Context: an optimization exercise on an open-source flow, tuned for small area. The choices shown serve that exercise and are no tape-out recipe. In this exercise RTL edits were held to simulation tests only and were not proved equivalent to the original.

==> design.v <==
`timescale 1ns/1ps
package mipsPkg;
    localparam int DataWidth = 32;
    localparam int RegAddrWidth = 5;
    typedef enum logic [5:0] {
        OpRType = 6'h00,
        OpJ     = 6'h02,
        OpBeq   = 6'h04,
        OpBne   = 6'h05,
        OpAddi  = 6'h08,
        OpAddiu = 6'h09,
        OpSlti  = 6'h0a,
        OpAndi  = 6'h0c,
        OpXori  = 6'h0e,
        OpLui   = 6'h0f,
        OpLw    = 6'h23,
        OpSw    = 6'h2b
    } opcodeT;
    typedef enum logic [5:0] {
        FnSll   = 6'h00,
        FnSrl   = 6'h02,
        FnSra   = 6'h03,
        FnBreak = 6'h0d,
        FnAdd   = 6'h20,
        FnAddu  = 6'h21,
        FnSub   = 6'h22,
        FnSubu  = 6'h23,
        FnAnd   = 6'h24,
        FnXor   = 6'h26
    } functT;
    typedef enum logic [3:0] {
        AluPassB, AluAdd, AluSub, AluAnd, AluXor, AluSlt, AluSll, AluSrl, AluSra, AluLui
    } aluOpT;
    typedef enum logic {SrcAPc, SrcAReg} aluSrcAT;
    typedef enum logic [1:0] {SrcBReg, SrcBFour, SrcBImm, SrcBBranch} aluSrcBT;
    typedef enum logic [1:0] {PcAluResult, PcAluOut, PcJump, PcHandler} pcSourceT;
    typedef enum logic [1:0] {RegAluOut, RegMdr} regSourceT;
    typedef enum logic {ExcInvalidOpcode = 1'b0, ExcOverflow = 1'b1} excCauseT;
    typedef struct packed {
        opcodeT opcode;
        logic [RegAddrWidth-1:0] rs;
        logic [RegAddrWidth-1:0] rt;
        logic [RegAddrWidth-1:0] rd;
        logic [4:0] shamt;
        functT funct;
    } rTypeT;
    typedef struct packed {
        opcodeT opcode;
        logic [RegAddrWidth-1:0] rs;
        logic [RegAddrWidth-1:0] rt;
        logic [15:0] imm16;
    } iTypeT;
    typedef struct packed {
        opcodeT opcode;
        logic [25:0] target26;
    } jTypeT;
    typedef union packed {
        rTypeT rType;
        iTypeT iType;
        jTypeT jType;
    } instrWordT;
endpackage
`timescale 1ns/1ps
module registerFile (
    input  logic       clock,
    input  logic       clearAll,     
    input  logic       writeEnable,
    input  logic [4:0] writeAddr,
    input  logic [3:0] writeDigit,
    input  logic [4:0] readAddr,
    output logic [3:0] readDigit
);
    logic [3:0] heads [32];
    assign heads[0] = 4'h0;
    for (genvar i = 1; i < 32; i++) begin : g_reg
        logic [31:0] ring;
        logic we;
        assign we = clearAll | (writeEnable && writeAddr == 5'(i));
        always_ff @(posedge clock)
            ring <= {we ? writeDigit : ring[3:0], ring[31:4]};
        assign heads[i] = ring[3:0];
    end
    assign readDigit = heads[readAddr];
endmodule
`timescale 1ns/1ps
module mipsCore #(
    parameter logic [31:0] HandlerAddress = 32'h0000_0100
) (
    input logic clock,
    input logic reset,
    input logic [31:0] memReadData,
    output logic [31:0] memAddress,
    output logic [31:0] memWriteData,
    output logic memWrite,
    output logic halted,
    output logic exceptionTaken,
    output logic [31:0] epc,
    output logic cause
);
    typedef enum logic [3:0] {
        SClear, SExec, SExec2, SNextW, SNext, SFetch, SExc,
        SMem1L, SMem1S, SMem2L, SMem2S, SHalt
    } stateT;
    stateT state;
    stateT nextState;
    logic [2:0] ph;
    logic last;
    logic [31:0] pc;     
    logic [31:0] tmp;    
    logic [31:0] ma;     
    logic [29:0] epcReg;
    logic [4:0] dst;     
    logic flag;          
    logic carry;
    logic [1:0] prev;    
    assign last = (ph == 3'd7);
    logic [31:0] ins;
    logic [5:0] op;
    logic [5:0] fn;
    logic [4:0] rsA;
    logic [4:0] rtA;
    logic [4:0] rdA;
    logic [4:0] sh;
    assign ins = memReadData;
    assign op = ins[31:26];
    assign fn = ins[5:0];
    assign rsA = ins[25:21];
    assign rtA = ins[20:16];
    assign rdA = ins[15:11];
    assign sh = ins[10:6];
    logic isR;
    logic fnSll, fnSrl, fnSra, fnBrk, fnAdd, fnAddu, fnSub, fnSubu, fnAnd, fnXor;
    logic opJ, opBeq, opBne, opAddi, opAddiu, opSlti, opAndi, opXori, opLui, opLw, opSw;
    assign isR = (op == 6'h00);
    assign fnSll = isR && fn == 6'h00;
    assign fnSrl = isR && fn == 6'h02;
    assign fnSra = isR && fn == 6'h03;
    assign fnBrk = isR && fn == 6'h0d;
    assign fnAdd = isR && fn == 6'h20;
    assign fnAddu = isR && fn == 6'h21;
    assign fnSub = isR && fn == 6'h22;
    assign fnSubu = isR && fn == 6'h23;
    assign fnAnd = isR && fn == 6'h24;
    assign fnXor = isR && fn == 6'h26;
    assign opJ = (op == 6'h02);
    assign opBeq = (op == 6'h04);
    assign opBne = (op == 6'h05);
    assign opAddi = (op == 6'h08);
    assign opAddiu = (op == 6'h09);
    assign opSlti = (op == 6'h0a);
    assign opAndi = (op == 6'h0c);
    assign opXori = (op == 6'h0e);
    assign opLui = (op == 6'h0f);
    assign opLw = (op == 6'h23);
    assign opSw = (op == 6'h2b);
    logic isShift, isTrap, isBranch, rAlu, iAlu, isValid, twoRegs;
    assign isShift = fnSll | fnSrl | fnSra;
    assign isTrap = fnAdd | fnSub | opAddi;   
    assign isBranch = opBeq | opBne;
    assign rAlu = fnAdd | fnAddu | fnSub | fnSubu | fnAnd | fnXor;
    assign iAlu = opAddi | opAddiu | opSlti | opAndi | opXori | opLui;
    assign isValid = rAlu | isShift | fnBrk | iAlu | isBranch | opLw | opSw | opJ;
    assign twoRegs = isR | isBranch;   
    logic inExec, inExec2, inMem1;
    assign inExec = (state == SExec);
    assign inExec2 = (state == SExec2);
    assign inMem1 = (state == SMem1L) || (state == SMem1S);
    logic [2:0] uIdx;
    logic [3:0] uDig;
    assign uIdx = ph ^ {inExec && opLui, 2'b00};
    assign uDig = ins[{uIdx, 2'b00} +: 4];
    logic [3:0] sDig;
    assign sDig = {uDig[1:0], (ph == 3'd0) ? 2'b00 : prev};
    logic sextImm;
    logic [3:0] immDig;
    assign sextImm = opAddi | opAddiu | opSlti | opLw | opSw;
    always_comb begin
        if (!ph[2])
            immDig = opLui ? 4'h0 : uDig;
        else if (opLui)
            immDig = uDig;
        else
            immDig = sextImm ? {4{ins[15]}} : 4'h0;
    end
    logic [3:0] offDig;
    always_comb begin
        if (!ph[2])
            offDig = sDig;
        else if (ph == 3'd4)
            offDig = {prev[1], prev[1], prev[1], prev[0]};
        else
            offDig = {4{prev[1]}};
    end
    logic clearAll;
    logic rfWe;
    logic [3:0] rfWd;
    logic [4:0] rfRa;
    logic [3:0] rDig;
    assign clearAll = (state == SClear);
    always_comb begin
        if (inMem1)
            rfRa = dst;
        else if (inExec && twoRegs)
            rfRa = rtA;
        else
            rfRa = rsA;
    end
    registerFile regBank (
        .clock(clock),
        .clearAll(clearAll),
        .writeEnable(rfWe),
        .writeAddr(dst),
        .writeDigit(rfWd),
        .readAddr(rfRa),
        .readDigit(rDig)
    );
    logic pcMode;
    logic subMode;
    logic [3:0] aDig;
    logic [3:0] bDig;
    logic [3:0] bEff;
    logic cin;
    logic [3:0] sum;
    logic cout;
    logic ovf;
    logic less;
    assign pcMode = (state == SNext) || (state == SNextW) || (state == SMem2L)
                 || (state == SMem2S) || (inExec && opJ);
    assign subMode = !pcMode && (fnSub || fnSubu || opSlti);
    always_comb begin
        if (pcMode) begin
            aDig = (ph == 3'd0) ? {pc[3:2], 2'b11} : pc[3:0];
            bDig = (state == SNext && flag) ? offDig : 4'h0;
        end else begin
            aDig = rDig;
            bDig = inExec2 ? tmp[3:0] : immDig;
        end
    end
    assign bEff = bDig ^ {4{subMode}};
    assign cin = (ph == 3'd0) ? (subMode || pcMode) : carry;
    assign {cout, sum} = {1'b0, aDig} + {1'b0, bEff} + {4'h0, cin};
    assign ovf = (aDig[3] == bEff[3]) && (sum[3] != aDig[3]);
    assign less = sum[3] ^ ovf;
    logic [3:0] aluDig;
    always_comb begin
        if (fnAnd || opAndi)
            aluDig = aDig & bDig;
        else if (fnXor || opXori)
            aluDig = aDig ^ bDig;
        else if (opLui)
            aluDig = bDig;
        else if (opSlti)
            aluDig = 4'h0;
        else
            aluDig = sum;
    end
    logic [4:0] amt;
    logic [2:0] dSel;
    logic [7:0] win;
    logic [3:0] rotDig;
    logic [3:0] shDig;
    assign amt = fnSll ? (5'd0 - sh) : sh;
    assign dSel = amt[4:2];
    assign win = {tmp[{dSel + 3'd1, 2'b00} +: 4], tmp[{dSel, 2'b00} +: 4]};
    assign rotDig = win[amt[1:0] +: 4];
    always_comb begin
        for (int b = 0; b < 4; b++) begin
            logic [4:0] pos;
            logic keep;
            pos = {ph, 2'(b)};
            keep = fnSll ? (pos >= sh) : (pos <= ~sh);
            shDig[b] = keep ? rotDig[b] : (fnSra && flag);
        end
    end
    always_comb begin
        rfWe = 1'b0;
        rfWd = uDig;
        case (state)
            SClear: rfWd = 4'h0;
            SExec2: begin
                rfWe = isShift;
                rfWd = shDig;
            end
            SNextW: begin
                rfWe = 1'b1;
                rfWd = tmp[3:0] | {3'b000, (ph == 3'd0) && flag};
            end
            SMem1L: rfWe = ph >= 3'd5;
            SMem2L: rfWe = ph <= 3'd4;
            default: ;
        endcase
    end
    logic [3:0] pcIn;
    logic [3:0] tIn;
    always_comb begin
        case (state)
            SClear: pcIn = 4'h0;
            SExc: pcIn = HandlerAddress[{ph, 2'b00} +: 4];
            SNext, SNextW, SMem2L, SMem2S: pcIn = sum;
            SExec: pcIn = opJ ? (last ? sum : sDig) : pc[3:0];
            default: pcIn = pc[3:0];
        endcase
    end
    always_comb begin
        case (state)
            SExec: tIn = twoRegs ? rDig : aluDig;
            SExec2: tIn = (isShift || isBranch) ? tmp[3:0] : aluDig;
            SMem1L, SMem1S: tIn = rDig;
            default: tIn = tmp[3:0];
        endcase
    end
    always_ff @(posedge clock) begin
        pc <= {pcIn, pc[31:4]};
        tmp <= {tIn, tmp[31:4]};
        carry <= cout;
        prev <= (state == SNext && ph[2]) ? prev : uDig[3:2];
        if (inExec)
            dst <= isR ? rdA : rtA;
    end
    logic fcopy;
    logic maWr;
    logic [2:0] maIdx;
    logic [3:0] maIn;
    always_comb begin
        case (state)
            SClear, SNext, SNextW, SFetch, SExc, SMem2L, SMem2S:
                fcopy = (ph >= 3'd3) && (ph <= 3'd6);
            default: fcopy = 1'b0;
        endcase
    end
    assign maWr = fcopy || inMem1;
    assign maIdx = fcopy ? (ph - 3'd3) : ph;
    assign maIn = fcopy ? pc[23:20] : tmp[3:0];
    always_ff @(posedge clock) begin
        for (int d = 0; d < 4; d++)
            if (maWr && maIdx == 3'(d))
                ma[4*d +: 4] <= maIn;
        ma[31:16] <= {tmp[3:0], ma[31:20]};
    end
    logic eqDig;
    logic accEq;
    assign eqDig = (rDig == tmp[3:0]);
    assign accEq = ((ph == 3'd0) || flag) && eqDig;
    always_ff @(posedge clock) begin
        if (last) begin
            if (inExec)
                flag <= opSlti ? less : isShift ? rDig[3] : 1'b0;
            else if (inExec2 && isBranch)
                flag <= opBeq ? accEq : !accEq;
            else
                flag <= 1'b0;
        end else if (inExec2 && isBranch) begin
            flag <= accEq;
        end
    end
    always_comb begin
        nextState = state;
        case (state)
            SClear, SNext, SNextW, SFetch, SExc, SMem2L, SMem2S: nextState = SExec;
            SExec: begin
                if (fnBrk) nextState = SHalt;
                else if (!isValid) nextState = SExc;
                else if (twoRegs) nextState = SExec2;
                else if (opAddi && ovf) nextState = SExc;
                else if (iAlu) nextState = SNextW;
                else if (opLw) nextState = SMem1L;
                else if (opSw) nextState = SMem1S;
                else nextState = SFetch;   
            end
            SExec2: begin
                if (isShift || isBranch) nextState = SNext;
                else if (isTrap && ovf) nextState = SExc;
                else nextState = SNextW;
            end
            SMem1L: nextState = SMem2L;
            SMem1S: nextState = SMem2S;
            SHalt: nextState = SHalt;
            default: nextState = SClear;
        endcase
    end
    always_ff @(posedge clock or posedge reset) begin
        if (reset) begin
            state <= SClear;
            ph <= 3'd0;
            epcReg <= '0;
            cause <= 1'b0;
        end else begin
            ph <= ph + 3'd1;
            if (last)
                state <= nextState;
            if (exceptionTaken) begin
                epcReg <= pc[31:2];   
                cause <= isTrap;
            end
        end
    end
    assign exceptionTaken = (state == SExc) && (ph == 3'd0);
    assign halted = (state == SHalt);
    assign memWrite = (state == SMem2S) && (ph == 3'd0);
    assign memAddress = ma;
    assign memWriteData = tmp;
    assign epc = {epcReg, 2'b00};
endmodule
==> run.sh <==
#!/bin/bash
# synth_recipe.tcl (not shown) runs the flow's synth.tcl, then flattens the netlist and writes it again
# the make line also repeats each setting of config.mk as NAME=value (left out here)
make -C /OpenROAD-flow-scripts/flow DESIGN_CONFIG=/design/flow/config.mk WORK_HOME=/design/flow/orfs CLKGATE_MAP_FILE= SYNTH_SCRIPT=/design/flow/synth_recipe.tcl finish
==> config.mk <==
export PLATFORM = sky130hd
export DESIGN_NAME = mipsCore
export DESIGN_NICKNAME = mipsCore
export VERILOG_FILES = /design/flow/design.v
export SDC_FILE = /design/flow/constraint.sdc
export NUM_CORES = 4
export LEC_CHECK = 0
export CAP_MARGIN = 20
export CORE_MARGIN = 2
export CORE_UTILIZATION = 55
export CTS_CLUSTER_DIAMETER = 100
export CTS_CLUSTER_SIZE = 30
export SLEW_MARGIN = 20
==> constraint.sdc <==
create_clock -name core_clock -period 10.0 [get_ports {clock}]
set_input_delay 2.0000 -clock core_clock [delete_from_list [all_inputs] [get_ports {clock}]]
set_output_delay 2.0000 -clock core_clock [all_outputs]
set_load 0.01 [all_outputs]
==> flow_summary.toml <==
[clock_tree]
cts_setup_buffers = 0
clk_pin_slew_worst_paths_ps = 110
clk_latency_ps = 600
cts_buffers = 44
ctsResizeCount = 0
clockRootBuffer = "clkbuf_16"
max-clock-path-buffers = 3
hold_buffers = 0
cts_tree = "yes"
cts-htree-levels = 2
cts_num_sinks = 1135

[routing]
dr.pass1.iters = 5
via_per_inst = 5.28
drt_iter0_markers = 1045
drt-wirelength-per-cell_microns = 22.2
drc = 0
vias = 16300
routed_wl_mm = 68.3
ant_nets = 0

[die]
die_w_microns = 239
initial_core_util_pct = 55.4
pin_count = 134
num_rows = 86
coreArea_sq_um = 54900
dieArea_sq_um = 57200
die_h_microns = 239

[yosys]
synthCells = 2249
ys_warn_count = 3
ys_seq_area_share_pct = 76.1
synth_area_leader_cell = "dfxtp_1"
synth_edf_count = 24
synth.top_cell.area_share_pct = 70.6
ys_async_sr_fraction_pct = 3.35
synth_top_flop_cell = "dfxtp_1"
synth_area_sq_um = 30400
ys_top_cells_by_area = "dfxtp_1 (71%), mux2_2 (3.4%), dfrtp_1 (3.1%)"
syn_area_per_cell_sq_um = 13.5
yosysUniqueCellTypes = 92
synth_seq_cells = 1135

[final_layout]
final_common_cell = "dfxtp_1"
final_cell_mix = "dfxtp_1 (1073), nand2_1 (194), clkdlybuf4s50_1 (131), nor2_1 (99), a21oi_1 (97)"
diodes = 0
final_cell_area_sq_um = 33600
drive_gt1_share_pct = 9.56
area_delta_synth_final_pct = 10.5
fin_nets = 2430
n_fill_cell = 4207

[place]
routabilityCongestion = 0.932
portBuffers = 131
hpwl_mm = 47.7
placed_area_sq_um = 32400

[setup_path]
crit_arrival_ps = 8160
worst-path-buf-inv = 1
endpoint = "tmp[31]$_DFF_P_"
worstPathCellList = "clkdlybuf4s50_1, or4_1, o31ai_1, a31o_2, mux2i_1, nor3_1, a311oi_1, nand4_1, nor3_1, a21oi_1, ha_1, nor2b_1, o21ai_0, nand2b_1, xnor2_1, o311ai_0, a21oi_1, o31ai_1"
max_stage_delay_ps = 810
rrSetupSlack_ps = 3530
regToRegStartpoint = "state[2]$_DFFE_PP0N_"
crit_required_ps = 10520
ff2ff_path_depth = 18
criticalPathCategory = "in -> reg"
path_delay_family = "compound AO/OA/AOI/OAI gates"
crit_cells = 18
endpoint_kind = "flip-flop"
critPathSlowestCell = "a31o_2"
cp_max_fo = 30
startpoint = "memReadData[31]"
startpoint_type = "input port"
r2r_end = "tmp[29]$_DFF_P_"

[global_route]
grt_pass1_vias = 15700
grt_pass1_wl_mm = 101
track_usage_pct = 23.8
grt_antenna_before_repair = 0
overflow = 0
grt_max_degree = 39

[pwr]
power.internal_mw = 8.16
vdd_drop_max_uv = 265
seqPwrFrac_pct = 60.1
power_mw = 11.7
p_comb_share_pct = 22.2
netSwitchingPower_mw = 3.57
clkPwrFrac_pct = 17.7
power_leakage_nw = 13.7
power.density_nw_per_um2 = 349
p_sw_share_pct = 30.4

[timing]
slew_headroom_pct = 30.6
finalMaxSlewViolations = 0
max_freq_mhz = 131
worst_pin_slew_ps = 1040
finalClockSkew_ps = 25.5
period_minus_slack_ps = 7640
min_period_over_period_pct = 76.4
whs_ps = 318
hold_viol_final = 0
rsz0062_at_grt = "no"
fin_tns_setup_ps = 0
setup_viol = 0

[hold_path]
min_path_type = "reg -> reg"
holdPathStages = 0

[job]
maxCapViolations = 0

[outcome]
status = "timing/DRC/antenna clean"
[state kept, by name, summed over array words and instances, names as in the netlist]
register and cells:
ph 3, flag 1, cause 1, ma 32, dst 5, carry 1, pc 32, epcReg 30
prev 2, regBank.g.ring 992, state 4, tmp 32
[through the flow]
stage,setup slack (ps),util [%],std cells
CTS,2450,61.2,3078
global placement,1940,59.1,3025
detailed placement,1850,59.1,3025
floorplan,3640,-,2250
finish,2360,61.3,3079
global route,1940,61.3,3079
[metal layers]
metal  global-route usage, %  share of wire [%]  up-vias
met2                    39.4                 47      439
met5                       0                  0        -
li1                        -                  -     7865
met3                    3.18                4.3       87
met4                    6.55                2.6        0
met1                    33.0                 46     7868
[worst register-to-register path, delay by kind of cell, from the launching register on]
family,cells,cell delay [ps]
and+or+nand+nor,5,2240
AOI/OAI and AO/OA,9,2400
buffers and inverters,2,390
DFF,1,650
adders and majority gates,2,690
[cell type report]
cell class	instances	area [sq um]	share of cell area, %
Clock buffer	48	1120	3.32
Clock inverter	5	65.1	0.194
Inverter	47	178	0.528
Multi-Input combinational cell	990	6770	20.1
Sequential cell	1135	23200	68.9
Tap cell	704	881	2.62
Timing Repair Buffer	150	1450	4.32
[cell families after synthesis]
logic type / share of synthesized area, %
fa+ha+maj: 1.20
simple gates: 7.33
mux: 6.30
other cells: 0.0123
xor+xnor: 0.485
compound gates: 6.80
buf+inv: 1.77
flops: 76.1
[power groups by stage]
stage	sequential [mW]	clock, mW	combinational, mW
6_report	7.05	2.08	2.60
3_5_place_dp	7.15	0	2.58
2_1_floorplan	6.80	0	1.58
3_3_place_gp	7.09	0	2.58
5_1_grt	7.20	2.27	2.82
4_1_cts	7.08	2.13	2.60
[Yosys cell counts, drive strengths merged (4+ instances only)]
| master | instances |
|---|---|
| dfxtp | 1073 |
| a31o | 5 |
| a311oi | 5 |
| nand2b | 10 |
| dfrtp | 38 |
| mux2 | 92 |
| or2 | 6 |
| nand2 | 195 |
| o221ai | 7 |
| o2bb2ai | 5 |
| edfxtp | 24 |
| inv | 45 |
| a22o | 7 |
| and3 | 10 |
| nor2 | 101 |
| nand3 | 43 |
| nor3 | 44 |
| clkbuf | 38 |
| a21oi | 107 |
| a21o | 11 |
| mux2i | 47 |
| ha | 26 |
| o21a | 4 |
| nor4 | 10 |
| nand4 | 27 |
| a211oi | 12 |
| mux4 | 18 |
| nor2b | 8 |
| buf | 40 |
| o21bai | 4 |
| o22ai | 13 |
| xor2 | 5 |
| a31oi | 21 |
| a211o | 4 |
| nand3b | 5 |
| a22oi | 6 |
| o31ai | 12 |
| and2 | 5 |
| xnor2 | 8 |
| o21ai | 60 |
[worst min-delay path by stage]
stage | slack [ps] | end | from
finish | 320 | regBank.g_reg[11].ring[4]$_DFF_P_ | regBank.g_reg[11].ring[8]$_DFF_P_
global route | 330 | regBank.g_reg[15].ring[14]$_DFF_P_ | regBank.g_reg[15].ring[18]$_DFF_P_
CTS | 320 | regBank.g_reg[24].ring[6]$_DFF_P_ | regBank.g_reg[24].ring[10]$_DFF_P_
detailed placement | 310 | regBank.g_reg[11].ring[24]$_DFF_P_ | regBank.g_reg[11].ring[28]$_DFF_P_
global placement | 310 | regBank.g_reg[26].ring[15]$_DFF_P_ | regBank.g_reg[26].ring[19]$_DFF_P_
floorplan | 310 | regBank.g_reg[10].ring[0]$_DFF_P_ | regBank.g_reg[10].ring[4]$_DFF_P_

afterwards: timing with drivers on the ports:
In the flow no input, the clock included, has a driving cell. The finished layout below was timed again as built, in two steps. Step 1 assumes that a clkbuf_16 drives the clock port and a buf_2 every other input. Step 2 adds t to the input delays and takes it off the output delays; t is the mean of the earliest and latest rising clock arrival at the registers after step 1. Input paths then give back, and output paths get back, about the clock's delay inside the block. a / b / c = no drivers / after step 1 / after step 2; a / b = the first two.
shift t [ns]: 0.649
setup slack, ns: 2.356 / 2.389 / 1.740
worst setup path at the end: input to register
clock arrival spread, ns: 0.027 / 0.028
worst data-port slew with drivers (ns): 0.04
After both steps setup and hold are still met in this run. The setup slack of this run moves by +0.033 ns with the drivers and by -0.616 ns with both steps.
